Context: an optimization exercise on an open-source flow, tuned for small area, a short achievable clock period and few clock cycles per item. The choices shown serve that exercise and are no tape-out recipe. In this exercise RTL edits were held to simulation tests only and were not proved equivalent to the original.

## flow/design.v

```verilog
package blowfish_pkg;
  localparam int unsigned NUM_ROUNDS = 16;
  localparam int unsigned KEY_WORDS  = 14;
  localparam logic [18*32-1:0] P_ARRAY = {
    32'h243f6a88, 32'h85a308d3, 32'h13198a2e, 32'h03707344,
    32'ha4093822, 32'h299f31d0, 32'h082efa98, 32'hec4e6c89,
    32'h452821e6, 32'h38d01377, 32'hbe5466cf, 32'h34e90c6c,
    32'hc0ac29b7, 32'hc97c50dd, 32'h3f84d5b5, 32'hb5470917,
    32'h9216d5d9, 32'h8979fb1b
  };
endpackage
module feistel_sbox (
  input  logic [31:0] x,
  output logic [21:0] s1h,
  output logic [21:0] s2h,
  output logic [21:0] s3h,
  output logic [31:0] s4,
  output logic [9:0] zl,
  output logic        cl
);
  function automatic logic [31:0] hi1(input logic [3:0] n);
    logic [15:0] tt [32];
    tt[0] = 16'h0000;
    tt[1] = 16'h0000;
    tt[2] = 16'h0000;
    tt[3] = 16'h0000;
    tt[4] = 16'haaaa;
    tt[5] = 16'hcccc;
    tt[6] = 16'hf0f0;
    tt[7] = 16'hff00;
    tt[8] = 16'haaaa;
    tt[9] = 16'h6666;
    tt[10] = 16'hb4b4;
    tt[11] = 16'h6d92;
    tt[12] = 16'he38e;
    tt[13] = 16'h4ad4;
    tt[14] = 16'h7318;
    tt[15] = 16'h294a;
    tt[16] = 16'h18c6;
    tt[17] = 16'hf83e;
    tt[18] = 16'h07fe;
    tt[19] = 16'h5554;
    tt[20] = 16'h3332;
    tt[21] = 16'h0f0e;
    tt[22] = 16'h00fe;
    tt[23] = 16'h5554;
    tt[24] = 16'h3332;
    tt[25] = 16'h0f0e;
    tt[26] = 16'haa54;
    tt[27] = 16'h3398;
    tt[28] = 16'hc3e0;
    tt[29] = 16'h56aa;
    tt[30] = 16'hce66;
    tt[31] = 16'h3e1e;
    for (int k = 0; k < 32; k++) hi1[k] = tt[k][n];
  endfunction
  function automatic logic [31:0] lo1(input logic [3:0] n);
    logic [15:0] tt [32];
    tt[0] = 16'haaaa;
    tt[1] = 16'hcccc;
    tt[2] = 16'hf0f0;
    tt[3] = 16'hff00;
    tt[4] = 16'haaaa;
    tt[5] = 16'h6666;
    tt[6] = 16'hb4b4;
    tt[7] = 16'h6d92;
    tt[8] = 16'he38e;
    tt[9] = 16'h4ad4;
    tt[10] = 16'h7318;
    tt[11] = 16'h294a;
    tt[12] = 16'h18c6;
    tt[13] = 16'hf83e;
    tt[14] = 16'h07fe;
    tt[15] = 16'h5554;
    tt[16] = 16'h3332;
    tt[17] = 16'h0f0e;
    tt[18] = 16'h00fe;
    tt[19] = 16'h5554;
    tt[20] = 16'h3332;
    tt[21] = 16'h0f0e;
    tt[22] = 16'haa54;
    tt[23] = 16'h3398;
    tt[24] = 16'hc3e0;
    tt[25] = 16'h56aa;
    tt[26] = 16'hce66;
    tt[27] = 16'h3e1e;
    tt[28] = 16'h01fe;
    tt[29] = 16'h5554;
    tt[30] = 16'h9998;
    tt[31] = 16'h4b4a;
    for (int k = 0; k < 32; k++) lo1[k] = tt[k][n];
  endfunction
  function automatic logic [31:0] hi2(input logic [3:0] n);
    logic [15:0] tt [32];
    tt[0] = 16'h0000;
    tt[1] = 16'h0000;
    tt[2] = 16'h0000;
    tt[3] = 16'h0000;
    tt[4] = 16'haaaa;
    tt[5] = 16'h6666;
    tt[6] = 16'hb4b4;
    tt[7] = 16'h6d92;
    tt[8] = 16'h4924;
    tt[9] = 16'h2492;
    tt[10] = 16'he38e;
    tt[11] = 16'h4ad4;
    tt[12] = 16'h7318;
    tt[13] = 16'h294a;
    tt[14] = 16'hb26c;
    tt[15] = 16'h96da;
    tt[16] = 16'hdb6c;
    tt[17] = 16'h1c70;
    tt[18] = 16'hb52a;
    tt[19] = 16'h8ce6;
    tt[20] = 16'h7c1e;
    tt[21] = 16'h03fe;
    tt[22] = 16'h5554;
    tt[23] = 16'h3332;
    tt[24] = 16'ha5a4;
    tt[25] = 16'h6c92;
    tt[26] = 16'he38e;
    tt[27] = 16'he07e;
    tt[28] = 16'h1ffe;
    tt[29] = 16'h5554;
    tt[30] = 16'h3332;
    tt[31] = 16'ha5a4;
    for (int k = 0; k < 32; k++) hi2[k] = tt[k][n];
  endfunction
  function automatic logic [31:0] lo2(input logic [3:0] n);
    logic [15:0] tt [32];
    tt[0] = 16'haaaa;
    tt[1] = 16'h6666;
    tt[2] = 16'hb4b4;
    tt[3] = 16'h6d92;
    tt[4] = 16'h4924;
    tt[5] = 16'h2492;
    tt[6] = 16'he38e;
    tt[7] = 16'h4ad4;
    tt[8] = 16'h7318;
    tt[9] = 16'h294a;
    tt[10] = 16'hb26c;
    tt[11] = 16'h96da;
    tt[12] = 16'hdb6c;
    tt[13] = 16'h1c70;
    tt[14] = 16'hb52a;
    tt[15] = 16'h8ce6;
    tt[16] = 16'h7c1e;
    tt[17] = 16'h03fe;
    tt[18] = 16'h5554;
    tt[19] = 16'h3332;
    tt[20] = 16'ha5a4;
    tt[21] = 16'h6c92;
    tt[22] = 16'he38e;
    tt[23] = 16'he07e;
    tt[24] = 16'h1ffe;
    tt[25] = 16'h5554;
    tt[26] = 16'h3332;
    tt[27] = 16'ha5a4;
    tt[28] = 16'hc638;
    tt[29] = 16'h07c0;
    tt[30] = 16'hf800;
    tt[31] = 16'haaaa;
    for (int k = 0; k < 32; k++) lo2[k] = tt[k][n];
  endfunction
  function automatic logic [31:0] hi3(input logic [3:0] n);
    logic [15:0] tt [32];
    tt[0] = 16'h0000;
    tt[1] = 16'h0000;
    tt[2] = 16'h0000;
    tt[3] = 16'h0000;
    tt[4] = 16'haaaa;
    tt[5] = 16'hcccc;
    tt[6] = 16'h5a5a;
    tt[7] = 16'h936c;
    tt[8] = 16'hb6da;
    tt[9] = 16'h71c6;
    tt[10] = 16'h5a94;
    tt[11] = 16'h6318;
    tt[12] = 16'h83e0;
    tt[13] = 16'h56aa;
    tt[14] = 16'hce66;
    tt[15] = 16'h3e1e;
    tt[16] = 16'hab54;
    tt[17] = 16'h9932;
    tt[18] = 16'h2da4;
    tt[19] = 16'h6492;
    tt[20] = 16'h4924;
    tt[21] = 16'h2492;
    tt[22] = 16'h4924;
    tt[23] = 16'h8e38;
    tt[24] = 16'ha56a;
    tt[25] = 16'h9ce6;
    tt[26] = 16'hd6b4;
    tt[27] = 16'h4d92;
    tt[28] = 16'h6924;
    tt[29] = 16'h2492;
    tt[30] = 16'h4924;
    tt[31] = 16'h8e38;
    for (int k = 0; k < 32; k++) hi3[k] = tt[k][n];
  endfunction
  function automatic logic [31:0] lo3(input logic [3:0] n);
    logic [15:0] tt [32];
    tt[0] = 16'haaaa;
    tt[1] = 16'hcccc;
    tt[2] = 16'h5a5a;
    tt[3] = 16'h936c;
    tt[4] = 16'hb6da;
    tt[5] = 16'h71c6;
    tt[6] = 16'h5a94;
    tt[7] = 16'h6318;
    tt[8] = 16'h83e0;
    tt[9] = 16'h56aa;
    tt[10] = 16'hce66;
    tt[11] = 16'h3e1e;
    tt[12] = 16'hab54;
    tt[13] = 16'h9932;
    tt[14] = 16'h2da4;
    tt[15] = 16'h6492;
    tt[16] = 16'h4924;
    tt[17] = 16'h2492;
    tt[18] = 16'h4924;
    tt[19] = 16'h8e38;
    tt[20] = 16'ha56a;
    tt[21] = 16'h9ce6;
    tt[22] = 16'hd6b4;
    tt[23] = 16'h4d92;
    tt[24] = 16'h6924;
    tt[25] = 16'h2492;
    tt[26] = 16'h4924;
    tt[27] = 16'h8e38;
    tt[28] = 16'h0fc0;
    tt[29] = 16'hf000;
    tt[30] = 16'haaaa;
    tt[31] = 16'h6666;
    for (int k = 0; k < 32; k++) lo3[k] = tt[k][n];
  endfunction
  function automatic logic [31:0] hi4(input logic [3:0] n);
    logic [15:0] tt [32];
    tt[0] = 16'h0000;
    tt[1] = 16'h0000;
    tt[2] = 16'h0000;
    tt[3] = 16'h0000;
    tt[4] = 16'haaaa;
    tt[5] = 16'h6666;
    tt[6] = 16'h1e1e;
    tt[7] = 16'h01fe;
    tt[8] = 16'h5554;
    tt[9] = 16'h3332;
    tt[10] = 16'ha5a4;
    tt[11] = 16'hc638;
    tt[12] = 16'had6a;
    tt[13] = 16'h9ce6;
    tt[14] = 16'hd6b4;
    tt[15] = 16'h4d92;
    tt[16] = 16'h6924;
    tt[17] = 16'h2492;
    tt[18] = 16'he38e;
    tt[19] = 16'he07e;
    tt[20] = 16'hb554;
    tt[21] = 16'h3998;
    tt[22] = 16'h6b4a;
    tt[23] = 16'hb26c;
    tt[24] = 16'h96da;
    tt[25] = 16'hdb6c;
    tt[26] = 16'hb6da;
    tt[27] = 16'h71c6;
    tt[28] = 16'hf03e;
    tt[29] = 16'h0ffe;
    tt[30] = 16'hfffe;
    tt[31] = 16'h5554;
    for (int k = 0; k < 32; k++) hi4[k] = tt[k][n];
  endfunction
  function automatic logic [31:0] lo4(input logic [3:0] n);
    logic [15:0] tt [32];
    tt[0] = 16'haaaa;
    tt[1] = 16'h6666;
    tt[2] = 16'h1e1e;
    tt[3] = 16'h01fe;
    tt[4] = 16'h5554;
    tt[5] = 16'h3332;
    tt[6] = 16'ha5a4;
    tt[7] = 16'hc638;
    tt[8] = 16'had6a;
    tt[9] = 16'h9ce6;
    tt[10] = 16'hd6b4;
    tt[11] = 16'h4d92;
    tt[12] = 16'h6924;
    tt[13] = 16'h2492;
    tt[14] = 16'he38e;
    tt[15] = 16'he07e;
    tt[16] = 16'hb554;
    tt[17] = 16'h3998;
    tt[18] = 16'h6b4a;
    tt[19] = 16'hb26c;
    tt[20] = 16'h96da;
    tt[21] = 16'hdb6c;
    tt[22] = 16'hb6da;
    tt[23] = 16'h71c6;
    tt[24] = 16'hf03e;
    tt[25] = 16'h0ffe;
    tt[26] = 16'hfffe;
    tt[27] = 16'h5554;
    tt[28] = 16'h9998;
    tt[29] = 16'h4b4a;
    tt[30] = 16'h926c;
    tt[31] = 16'h1c70;
    for (int k = 0; k < 32; k++) lo4[k] = tt[k][n];
  endfunction
  logic [31:0] s1_w;
  assign s1_w = (hi1(x[31:28]) + lo1(x[27:24])) ^ 32'h7f4a7c15;
  logic [31:0] s2_w;
  assign s2_w = (hi2(x[23:20]) + lo2(x[19:16])) ^ 32'h165667b1;
  logic [31:0] s3_w;
  assign s3_w = (hi3(x[15:12]) + lo3(x[11:8])) ^ 32'hd3a2646c;
  logic [31:0] s4_w;
  assign s4_w = (hi4(x[7:4]) + lo4(x[3:0])) ^ 32'hfd7046c5;
  logic [10:0] ql;
  assign ql  = {1'b0, s1_w[9:0]} + {1'b0, s2_w[9:0]};
  assign zl  = ql[9:0] ^ s3_w[9:0];
  assign cl  = ql[10];
  assign s1h = s1_w[31:10];
  assign s2h = s2_w[31:10];
  assign s3h = s3_w[31:10];
  assign s4  = s4_w;
endmodule
module feistel_mix (
  input  logic [21:0] s1h,
  input  logic [21:0] s2h,
  input  logic [21:0] s3h,
  input  logic [31:0] s4,
  input  logic [9:0] zl,
  input  logic        cl,
  output logic [31:0] f
);
  logic [22:0] qh;
  logic [21:0] zh;
  assign qh = {s1h, 1'b1} + {s2h, cl};
  assign zh = qh[22:1] ^ s3h;
  assign f  = {zh, zl} + s4;
endmodule
module blowfish_dec_iter (
  input  logic         clk,
  input  logic         rst_n,
  input  logic         in_valid,
  output logic         in_ready,
  input  logic [63:0]  ct,
  input  logic [448:0] key,
  output logic         out_valid,
  input  logic         out_ready,
  output logic [63:0]  pt
);
  function automatic logic [31:0] kw(input logic [447:0] k, input int n);
    kw = k[32*(14-n) +: 32];
  endfunction
  function automatic logic [31:0] pc(input int n);
    pc = blowfish_pkg::P_ARRAY[32*(18-n) +: 32];
  endfunction
  function automatic logic [31:0] pr(input logic [3:0] r);
    pr = 32'd0;
    for (int i = 0; i < 16; i++) begin
      if (r == 4'(i)) pr = pc(16 - i);
    end
  endfunction
  logic [31:0] t1_q, u1_q;
  logic        v1_q, d1_q, f1_q, q1_q;
  logic [3:0]  c1_q;
  localparam int FLo = 10;
  logic [31-FLo:0] s1h_q, s2h_q, s3h_q;
  logic [FLo-1:0]  zl_q;
  logic            cl_q;
  logic [31:0]     s4_q, up2_q, tp2_q;
  logic        v2_q, d2_q, f2_q, q2_q;
  logic [3:0]  c2_q;
  logic [31:0] ring_q [28];
  logic [63:0] pt_q;
  logic        out_valid_q, ld_q, rdy_q, acc_seq_q, head_seq_q;
  logic        ld_d;
  logic [31-FLo:0] sb1h, sb2h, sb3h;
  logic [FLo-1:0]  sbzl;
  logic            sbcl;
  logic [31:0]     par, sb4, f, tn;
  logic        fin2, cand, leave, head_seq_d, out_valid_d;
  logic        unused_key_msb;
  assign unused_key_msb = key[448];
  assign par = ring_q[0] ^ pr(c1_q);
  feistel_sbox u_sbox (
    .x   (t1_q),
    .s1h (sb1h),
    .s2h (sb2h),
    .s3h (sb3h),
    .s4  (sb4),
    .zl  (sbzl),
    .cl  (sbcl)
  );
  always_ff @(posedge clk) begin
    s1h_q <= sb1h;
    s2h_q <= sb2h;
    s3h_q <= sb3h;
    s4_q  <= sb4;
    zl_q  <= sbzl;
    cl_q  <= sbcl;
    up2_q <= u1_q;
    tp2_q <= t1_q ^ (d1_q ? 32'd0 : par);
    c2_q  <= c1_q;
    d2_q  <= d1_q;
    f2_q  <= f1_q;
    q2_q  <= q1_q;
  end
  feistel_mix u_mix (
    .s1h (s1h_q),
    .s2h (s2h_q),
    .s3h (s3h_q),
    .s4  (s4_q),
    .zl  (zl_q),
    .cl  (cl_q),
    .f   (f)
  );
  assign tn   = d2_q ? up2_q : (up2_q ^ f);
  assign fin2 = !d2_q && (c2_q == 4'd15);
  assign cand = v2_q && (fin2 || (d2_q && f2_q)) && (q2_q == head_seq_q);
  assign leave = cand && !out_valid_q;
  assign head_seq_d  = head_seq_q ^ leave;
  assign out_valid_d = leave || (out_valid_q && !out_ready);
  always_ff @(posedge clk) begin
    if (ld_q) begin
      t1_q <= ct[63:32] ^ kw(key[447:0], 4) ^ pc(18);
      u1_q <= ct[31:0]  ^ kw(key[447:0], 3) ^ pc(17);
      c1_q <= 4'd0;
      d1_q <= 1'b0;
      f1_q <= 1'b0;
      q1_q <= acc_seq_q;
    end else begin
      t1_q <= tn;
      u1_q <= tp2_q;
      c1_q <= c2_q + 4'd1;
      d1_q <= d2_q || fin2;
      f1_q <= d2_q && !f2_q;
      q1_q <= q2_q;
    end
  end
  always_ff @(posedge clk) begin
    if (!rst_n) begin
      v1_q        <= 1'b0;
      v2_q        <= 1'b0;
      out_valid_q <= 1'b0;
      rdy_q       <= 1'b0;
      acc_seq_q   <= 1'b0;
      head_seq_q  <= 1'b0;
    end else begin
      v1_q        <= rdy_q ? in_valid : (v2_q && !leave);
      v2_q        <= v1_q;
      out_valid_q <= out_valid_d;
      acc_seq_q   <= acc_seq_q ^ (rdy_q && in_valid);
      head_seq_q  <= head_seq_d;
      rdy_q       <= ld_d;
    end
  end
  assign ld_d = !v1_q || (!d1_q && (c1_q == 4'd15) && (q1_q == head_seq_d) && !out_valid_d);
  always_ff @(posedge clk) begin
    ld_q <= ld_d;
  end
  always_ff @(posedge clk) begin
    if (leave) pt_q <= {tp2_q, tn};
  end
  always_ff @(posedge clk) begin
    for (int i = 0; i < 28; i++) begin
      if (i % 2 == 0 && ld_q) ring_q[i] <= kw(key[447:0], ((15 - i / 2) % 14) + 1);
      else                    ring_q[i] <= ring_q[(i + 1) % 28];
    end
  end
  assign in_ready  = rdy_q;
  assign out_valid = out_valid_q;
  assign pt        = pt_q;
endmodule
```

## flow/flow/run.sh

```bash
#!/bin/bash
# The standard layout, with two changes to how it is made: the port buffers are the smallest
# buffer (buf_1) and timing repair aims for more setup slack than the clock period needs.
# make's full output goes to standard.log; each ORFS step logs under orfs/logs/.
set -euo pipefail
bash standard.sh \
  "BUFFER_PORTS_ARGS=-buffer_cell sky130_fd_sc_hd__buf_1" \
  "SETUP_SLACK_MARGIN=${FLOW_SETUP_MARGIN:-8.5}" \
  finish > standard.log 2>&1
```

## flow/standard.sh

```bash
#!/bin/bash
# synth_recipe.tcl (not shown) runs the flow's synth.tcl, then flattens the netlist and writes it again
# the make line also repeats each setting of config.mk as NAME=value (left out here)
make -C /OpenROAD-flow-scripts/flow DESIGN_CONFIG=/design/flow/config.mk WORK_HOME=/design/flow/orfs CLKGATE_MAP_FILE= SYNTH_SCRIPT=/design/flow/synth_recipe.tcl "${@:-finish}"
```

## flow/config.mk

```make
export PLATFORM = sky130hd
export DESIGN_NAME = blowfish_dec_iter
export DESIGN_NICKNAME = blowfish_dec_iter
export VERILOG_FILES = /design/flow/design.v
export SDC_FILE = /design/flow/constraint.sdc
export NUM_CORES = 4
export LEC_CHECK = 0
export ABC_AREA = 1
export CAP_MARGIN = 0
export CORE_MARGIN = 2
export CORE_UTILIZATION = 60
export CTS_BUF_LIST = sky130_fd_sc_hd__clkbuf_16
export CTS_CLUSTER_DIAMETER = 100
export CTS_CLUSTER_SIZE = 30
export SLEW_MARGIN = 0
export TNS_END_PERCENT = 30
```

## flow/constraint.sdc

```tcl
create_clock -name core_clock -period 12.5 [get_ports {clk}]
set_input_delay 2.5000 -clock core_clock [delete_from_list [all_inputs] [get_ports {clk}]]
set_output_delay 2.5000 -clock core_clock [all_outputs]
set_load 0.01 [all_outputs]
```

==> key figures, run 1 <==
Synth
  • Number of flops mapped to enable cells by yosys: 64
  • Synthesized-area fraction occupied by adder cells: 6.44%
  • Mux share of post-synthesis cell area: 0%
  • Sequential share of the synthesized area: 52.9%
  • Post-synthesis register bit count: 1218
  • Synth Flop Type: dfxtp_1
  • Synth Area per Inst: between 8 and 9 um2
  • Synth Area in Simple Gates: 22.2%
  • Mapped Nets: 6396
  • Largest family of logic cells by synthesized area: simple AND/OR/NAND/NOR gates
  • Async set-reset flop share out of synthesis: 0%
  • Warnings, synthesis: 11
  • Post-Syn Area: 47300 um2
  • Synth Area in Compound Gates: 8.48%
  • Syn Inst Count: 5640
  • Post-synthesis cell type count: 68
  • Post-synthesis xor/xnor area fraction: about 5.3%

Clock tree
  • Reg clk slew, reported paths: 0.12 ns
  • Max clock buf depth: 3
  • CTS H-tree lvls: 2
  • CTS tree: built
  • Clock latency (worst-skew pair): between 0.6 and 0.7 ns
  • CTS Sinks: approximately 1200
  • Clock Tree Root: clkbuf_16
  • TritonCTS Buffers: between 40 and 50

Timing
  • Post-Route Setup TNS: 0 ns
  • Fmax: ~0.26 GHz
  • RSZ-0062 raised after global routing: true
  • Hold Fails Final Rpt: 0
  • Setup WS post-layout: 8.65 ns
  • Slew HR: 19.3%
  • Max-slew violations: 0
  • Final period utilization: between 30% and 40%
  • Clock skew: 0.0428 ns
  • Post-route minimum period: 3.85 ns
  • Worst slew pin tran: 1.20 ns
  • Final Setup Violations: 0

GRT
  • Global-route wire length before repair: between 200000 and 250000 um
  • Pin count of the biggest net entering global routing: 209
  • GR Overflow Total: 0
  • Initial antenna violation count: between 40 and 50
  • Global-route usage over all layers: 35.9%
  • Vias in the first global route: roughly 36000

Place
  • PortBufs: between 500 and 600
  • DP Worst Slack: about 8.3 ns
  • Detail Placement HPWL: 119000 um
  • Gpl congestion: 0.997

Floorplanning
  • Die height: 285 um
  • Die Footprint: between 80000 and 90000 um2
  • Boundary Pins: 583
  • Row cnt: slightly above 100
  • Die width: 285 um
  • Total core area: 77700 um2
  • Initial Util: 60.8%

Critical path
  • Crit-path max cell delay: 0.52 ns
  • Top Family by Delay on Critical Path: flip-flops
  • Crit Path Category: reg -> out
  • Critical Path AT: 1.35 ns
  • Slowest stage cell, crit path: edfxtp_1
  • Cell-by-cell trace of the critical path: buf_1
  • CP Buf/Inv Count: 1
  • CP Capture Type: output port
  • Critical path peak fanout: 1
  • Worst Setup Start Kind: flop
  • Req. time, crit path: 10.00 ns

Routing
  • First-pass DRT Iterations: 7
  • Final wirelength: 150000 um
  • Post-DR wirelength/cell: 20.9 um
  • DRC: 0
  • Via count: 38600
  • Vias per inst: around 5.4
  • Antenna-violating nets left: 0
  • Drt initial violations: 3802

Job
  • Max cap viols: 0

Worst hold path
  • Hold Crit Class: reg -> reg

Layout
  • Final #Nets: between 6000 and 7000
  • Area grow syn2layout: 9.63%
  • Filler Cell Count: about 6500
  • Layout cells sized above 1: under 10%

Run status
  • Status: finished clean
[cells in the final DEF (no fill, tap or decap), types with 36 or more instances in the layout]
cell type / count
clkbuf_16: 49
edfxtp_1: 64
nand2_1: 2042
xnor2_1: 115
o21ai_0: 253
nand4_1: 46
xor2_1: 171
nor2_1: 282
nand3_1: 128
o22ai_1: 36
inv_1: 381
dfxtp_1: 1146
a21oi_1: 236
ha_1: 230
buf_1: 581
[state kept, by name, indices dropped and copies added (netlist names), 4 cells and up]
register / count
ring_q: 896
pt_q: 64
s4_q: 32
t1_q: 32
tp2_q: 32
u1_q: 32
up2_q: 32
s1h_q: 22
s2h_q: 22
s3h_q: 22
zl_q: 10
c1_q: 4
c2_q: 4
[through the flow]
stage                     area (um2)  hold WS [ns]  util (%)  std cells
after CTS                      51600         0.314      66.4       7168
after floorplan                47300         0.310         -       5640
final                          51800         0.317      66.7       7206
after detailed placement       50200         0.312      64.6       7099
after global routing           51800         0.321      66.7       7201
after global placement         50200         0.310      64.6       7099
[cell families after synthesis]
group | count (synthesis)
AOI/OAI and AO/OA | 704
xor gates and xnor gates | 287
adders and majority gates | 239
buffers and inverters | 570
DFF | 1218
and+or+nand+nor | 2622
[cell type report]
cell class              count  area, um2  share of cell area (%)
inverters                 398       1520                    2.93
clock buffers              49       1230                    2.37
repair buffers            596       2330                    4.50
diodes                     33       82.6                   0.159
flip-flops and latches   1218      25000                    48.3
multi-input cells        3852      20100                    38.8
clock inverters            20        213                   0.410
well taps                1040       1300                    2.51
[layer usage]
| layer | share of wire, % | global-route usage (%) | vias up |
|---|---|---|---|
| li1 | - | - | 18900 |
| met1 | 41 | 46.5 | 18000 |
| met2 | 47 | 59.9 | 1512 |
| met3 | 7.7 | 5.49 | 299 |
| met4 | 4.7 | 15.4 | 18 |
| met5 | 0.081 | 0 | - |
[repair_timing]
item,in CTS,in global routing
gates resized for setup,4,31
setup endpoints to repair,5,37
buffers inserted,0,5
hold buffers,0,0
[final timing paths]
path / to / from / cells after the start / slack [ns]
setup reg to reg: zl_q[9] / t1_q[25] / 15 / 8.66
hold / removal: ring_q[17][9] / ring_q[18][9] / 0 / 0.32
setup / recovery: pt[50] / pt_q[50] / 1 / 8.65
hold reg to reg: ring_q[17][9] / ring_q[18][9] / 0 / 0.32
[synth_stat cells, types with 36 or more instances]
| library cell | instances | area [um2] |
|---|---|---|
| dfxtp_1 | 1154 | 23100 |
| nand3_1 | 129 | 646 |
| nand2_1 | 2042 | 7660 |
| a21oi_1 | 244 | 1220 |
| ha_1 | 232 | 2900 |
| o22ai_1 | 36 | 225 |
| xor2_1 | 171 | 1500 |
| xnor2_1 | 115 | 1010 |
| clkbuf_1 | 136 | 510 |
| edfxtp_1 | 64 | 1920 |
| nand4_1 | 46 | 288 |
| inv_1 | 376 | 1410 |
| nor2_1 | 285 | 1070 |
| o21ai_0 | 257 | 1290 |
Testbench counts, summed over its fixed seeds: cycles 5,200, items 320.
==> run 2: changes to the inputs <==
--- a/flow/flow/run.sh
+++ b/flow/flow/run.sh
@@ -7,3 +7,3 @@
   "BUFFER_PORTS_ARGS=-buffer_cell sky130_fd_sc_hd__buf_1" \
-  "SETUP_SLACK_MARGIN=${FLOW_SETUP_MARGIN:-8.5}" \
+  "SETUP_SLACK_MARGIN=${FLOW_SETUP_MARGIN:-8.75}" \
   finish > standard.log 2>&1
==> key figures, run 2 <==
Layout
  • Filler Cell Count: 6417 (was 6450)
  • Largest Register: ring_q (unchanged)
  • Most frequent cells in the layout: nand2_1, dfxtp_1, buf_1 (unchanged)
  • Most common library cell in the layout ignoring fill and taps: nand2_1 (unchanged)
  • Area grow syn2layout: 10.3% (was 9.63%)
  • Max reg flops: 896 (unchanged)
  • Regs by FF count: ring_q: 896 flops, pt_q: 64 flops (unchanged)
  • Layout cells sized above 1: 4.38% (was 3.29%)
  • Final #Nets: 6878 (was 6871)

Clock tree
  • CTS tree: built (unchanged)
  • CTS H-tree lvls: 2 (unchanged)
  • Clock latency (worst-skew pair): 0.67 ns (about the same)
  • Reg clk slew, reported paths: 0.11 ns (was 0.12 ns)
  • TritonCTS Buffers: 49 (unchanged)
  • Clock Tree Root: clkbuf_16 (unchanged)
  • CTS Hold Bufs: 0 (unchanged)
  • Max clock buf depth: 3 (unchanged)
  • CTS Sinks: 1218 (unchanged)

Routing
  • Drt initial violations: 3763 (was 3802)
  • Vias per inst: 5.34 (was 5.36)
  • Post-DR wirelength/cell: 20.9 um (about the same)
  • First-pass DRT Iterations: 8 (was 7)
  • Final wirelength: 151000 um (was 150000 um)
  • Antenna-violating nets left: 0 (unchanged)
  • Via count: 38500 (was 38600)
  • DRC: 0 (unchanged)

Place
  • DP Worst Slack: 8.26 ns (unchanged)
  • Detail Placement HPWL: 119000 um (unchanged)
  • PortBufs: 581 (unchanged)
  • Gpl congestion: 0.997 (unchanged)

Critical path
  • Slowest stage cell, crit path: edfxtp_1 (unchanged)
  • CP Capture Type: output port (unchanged)
  • Critical path peak fanout: 1 (unchanged)
  • Critical Path AT: 1.36 ns (was 1.35 ns)
  • Worst reg2reg path depth: 12 (was 15)
  • Crit Path Category: reg -> out (unchanged)
  • Crit. Startpoint: pt_q[51] (was pt_q[50])
  • Reg2reg setup slack: 8.76 ns (was 8.66 ns)
  • Req. time, crit path: 10.00 ns (about the same)
  • CP Buf/Inv Count: 1 (unchanged)
  • FF-to-FF Start: t1_q[31] (was t1_q[25])
  • R2r endpoint: s1h_q[17] (was zl_q[9])
  • Crit-path max cell delay: 0.53 ns (was 0.52 ns)
  • Worst Setup Start Kind: flop (unchanged)
  • Cell-by-cell trace of the critical path: buf_1 (unchanged)
  • Top Family by Delay on Critical Path: flip-flops (unchanged)

GRT
  • GR Overflow Total: 0 (unchanged)
  • Vias in the first global route: 36400 (about the same)
  • Global-route wire length before repair: 218000 um (about the same)
  • Global-route usage over all layers: 35.9% (about the same)
  • Initial antenna violation count: 44 (was 45)
  • Pin count of the biggest net entering global routing: 209 (unchanged)

Timing
  • RSZ-0062 raised after global routing: true (unchanged)
  • Setup WS post-layout: 8.64 ns (was 8.65 ns)
  • Final period utilization: 30.9% (was 30.8%)
  • Hold Fails Final Rpt: 0 (unchanged)
  • Clock skew: 0.0370 ns (was 0.0428 ns)
  • Fmax: 0.259 GHz (was 0.260 GHz)
  • Post-route minimum period: 3.86 ns (was 3.85 ns)
  • Slew HR: 23.7% (was 19.3%)
  • Max-slew violations: 0 (unchanged)
  • Worst slew pin tran: 1.13 ns (was 1.20 ns)
  • Post-Route Setup TNS: 0 ns (unchanged)
  • Final Setup Violations: 0 (unchanged)

Worst hold path
  • Hold Crit Class: reg -> reg (unchanged)
  • Hold Crit Start: ring_q[8][1] (was ring_q[18][9])
  • Depth of the worst hold-timing path: 0 (unchanged)
  • Hold EP: ring_q[7][1] (was ring_q[17][9])

Synth
  • Mapped Nets: 6396 (unchanged)
  • Yosys top cell by area: dfxtp_1 (unchanged)
  • Synth Area per Inst: 8.38 um2 (unchanged)
  • Largest cells by area after synthesis: dfxtp_1, nand2_1, ha_1 (unchanged)
  • Post-synth top cells: nand2_1, dfxtp_1, inv_1 (unchanged)
  • Async set-reset flop share out of synthesis: 0% (unchanged)
  • Cell with the most instances after synthesis: nand2_1 (unchanged)
  • Post-synthesis register bit count: 1218 (unchanged)
  • Post-synth top area share: 48.9% (unchanged)
  • Warnings, synthesis: 11 (unchanged)
  • Post-Syn Area: 47300 um2 (unchanged)
  • Syn Inst Count: 5640 (unchanged)
  • Number of flops mapped to enable cells by yosys: 64 (unchanged)
  • Sequential share of the synthesized area: 52.9% (unchanged)
  • Synth Flop Type: dfxtp_1 (unchanged)
  • Post-synthesis cell type count: 68 (unchanged)

Floorplanning
  • Die Footprint: 81100 um2 (unchanged)
  • Die width: 285 um (unchanged)
  • Row cnt: 102 (unchanged)
  • Total core area: 77700 um2 (unchanged)
  • Initial Util: 60.8% (unchanged)
  • Die height: 285 um (unchanged)
  • Boundary Pins: 583 (unchanged)

Run status
  • Status: finished clean (unchanged)

Job
  • Max cap viols: 0 (unchanged)
[run 2: cell count changes in the layout (fill, tap and decap cells not counted), sizes merged]
cell | before | now
buf | 596 | 602
clkinv | 10 | 8
inv | 405 | 402
clkinvlp | 3 | 8
clkbuf | 49 | 50
[run 2: cell type report]
| cell class | instances | area, um2 | area share [%] |
|---|---|---|---|
| Clock buffer | 49 | 1230 | 2.35 |
| Multi-Input combinational cell | 3852 | 20400 | 39.0 |
| Sequential cell | 1218 | 25100 | 48.0 |
| Antenna cell | 33 | 82.6 | 0.158 |
| Clock inverter | 20 | 213 | 0.408 |
| Tap cell | 1040 | 1300 | 2.49 |
| Inverter | 398 | 1540 | 2.96 |
| Timing Repair Buffer | 603 | 2380 | 4.57 |
[run 2: through the flow]
step | instances | cell area (um2) | utilization (%) | hold slack (ns)
final | 7213 | 52200 | 67.1 | 0.320
after global routing | 7209 | 52200 | 67.1 | 0.321
after CTS | 7169 | 51700 | 66.5 | 0.314
after detailed placement | 7099 | 50200 | 64.6 | 0.312
after global placement | 7099 | 50200 | 64.6 | 0.310
after floorplan | 5640 | 47300 | - | 0.310
[run 2: worst max-delay path by stage]
stage / slack, ns / depth (start not counted) / end
after floorplan: 9.25 / 15 / zl_q[8]
after global placement: 8.22 / 15 / zl_q[9]
after detailed placement: 8.26 / 15 / zl_q[9]
after CTS: 8.64 / 1 / pt[50]
after global routing: 8.62 / 1 / pt[50]
final: 8.64 / 1 / pt[51]
[run 2: cells by family after synthesis]
family / share of synthesized area (%)
simple gates: 22.2
flops: 52.9
compound gates: 8.48
buf+inv: 4.67
xor+xnor: 5.33
fa+ha+maj: 6.44
[run 2: metal layers]
layer	routed length, um	up-vias	GRT usage [%]
met2	70100	1454	59.8
met3	11300	289	5.64
met1	61900	17900	46.4
li1	-	18900	-
met4	7440	18	15.6
met5	125	-	0
[run 2: worst reg2reg max path: stages (launching register included)]
cell	delay (ns)
dfxtp_1	0.54
clkinv_1	0.66
nor3_1	0.48
a21oi_1	0.15
ha_1	0.38
a21oi_1	0.25
o21ai_0	0.13
a21oi_1	0.32
nand3_1	0.24
a21o_1	0.25
a21o_1	0.16
nand2_1	0.05
nand2_1	0.05
[run 2: what timing repair did]
item	4_1_cts	5_1_grt
pin swaps	1	14
setup buffers	1	11
resized for setup	18	98
cloned	0	0
endpoints found under the hold margin	0	0
setup endpoints to repair	54	89

==> static timing again, ports no longer ideal <==
How much do the figures lean on ideal ports? The routed layouts below were timed once more, with nothing changed but the port constraints. Step 1 sets driving cells, clkbuf_16 on the clock port and buf_2 on the other inputs (assumed; they add their load-dependent delay and slew). Step 2 moves the port delays by t, midway between the first and last clock arrival at a register: inputs arrive t later, outputs are due t later. That takes back most of the time a late clock gives input paths. Slacks: no drivers / after step 1 / after step 2; pairs: no drivers / after step 1.
| run | shift t [ns] | setup slack, ns | worst hold slack (ns) | slew at the worst register clock pin (ns) |
|---|---|---|---|---|
| run 1 | 0.726 | 8.647 / 8.574 / 8.614 | 0.317 / 0.317 / 0.317 | 0.12 / 0.12 |
| run 2 | 0.728 | 8.637 / 8.564 / 8.666 | 0.320 / 0.320 / 0.320 | 0.12 / 0.12 |
After both steps every run listed still meets setup and hold. The setup slack of run 1, which loses most, moves by -0.073 ns with the drivers and by -0.033 ns with both steps.
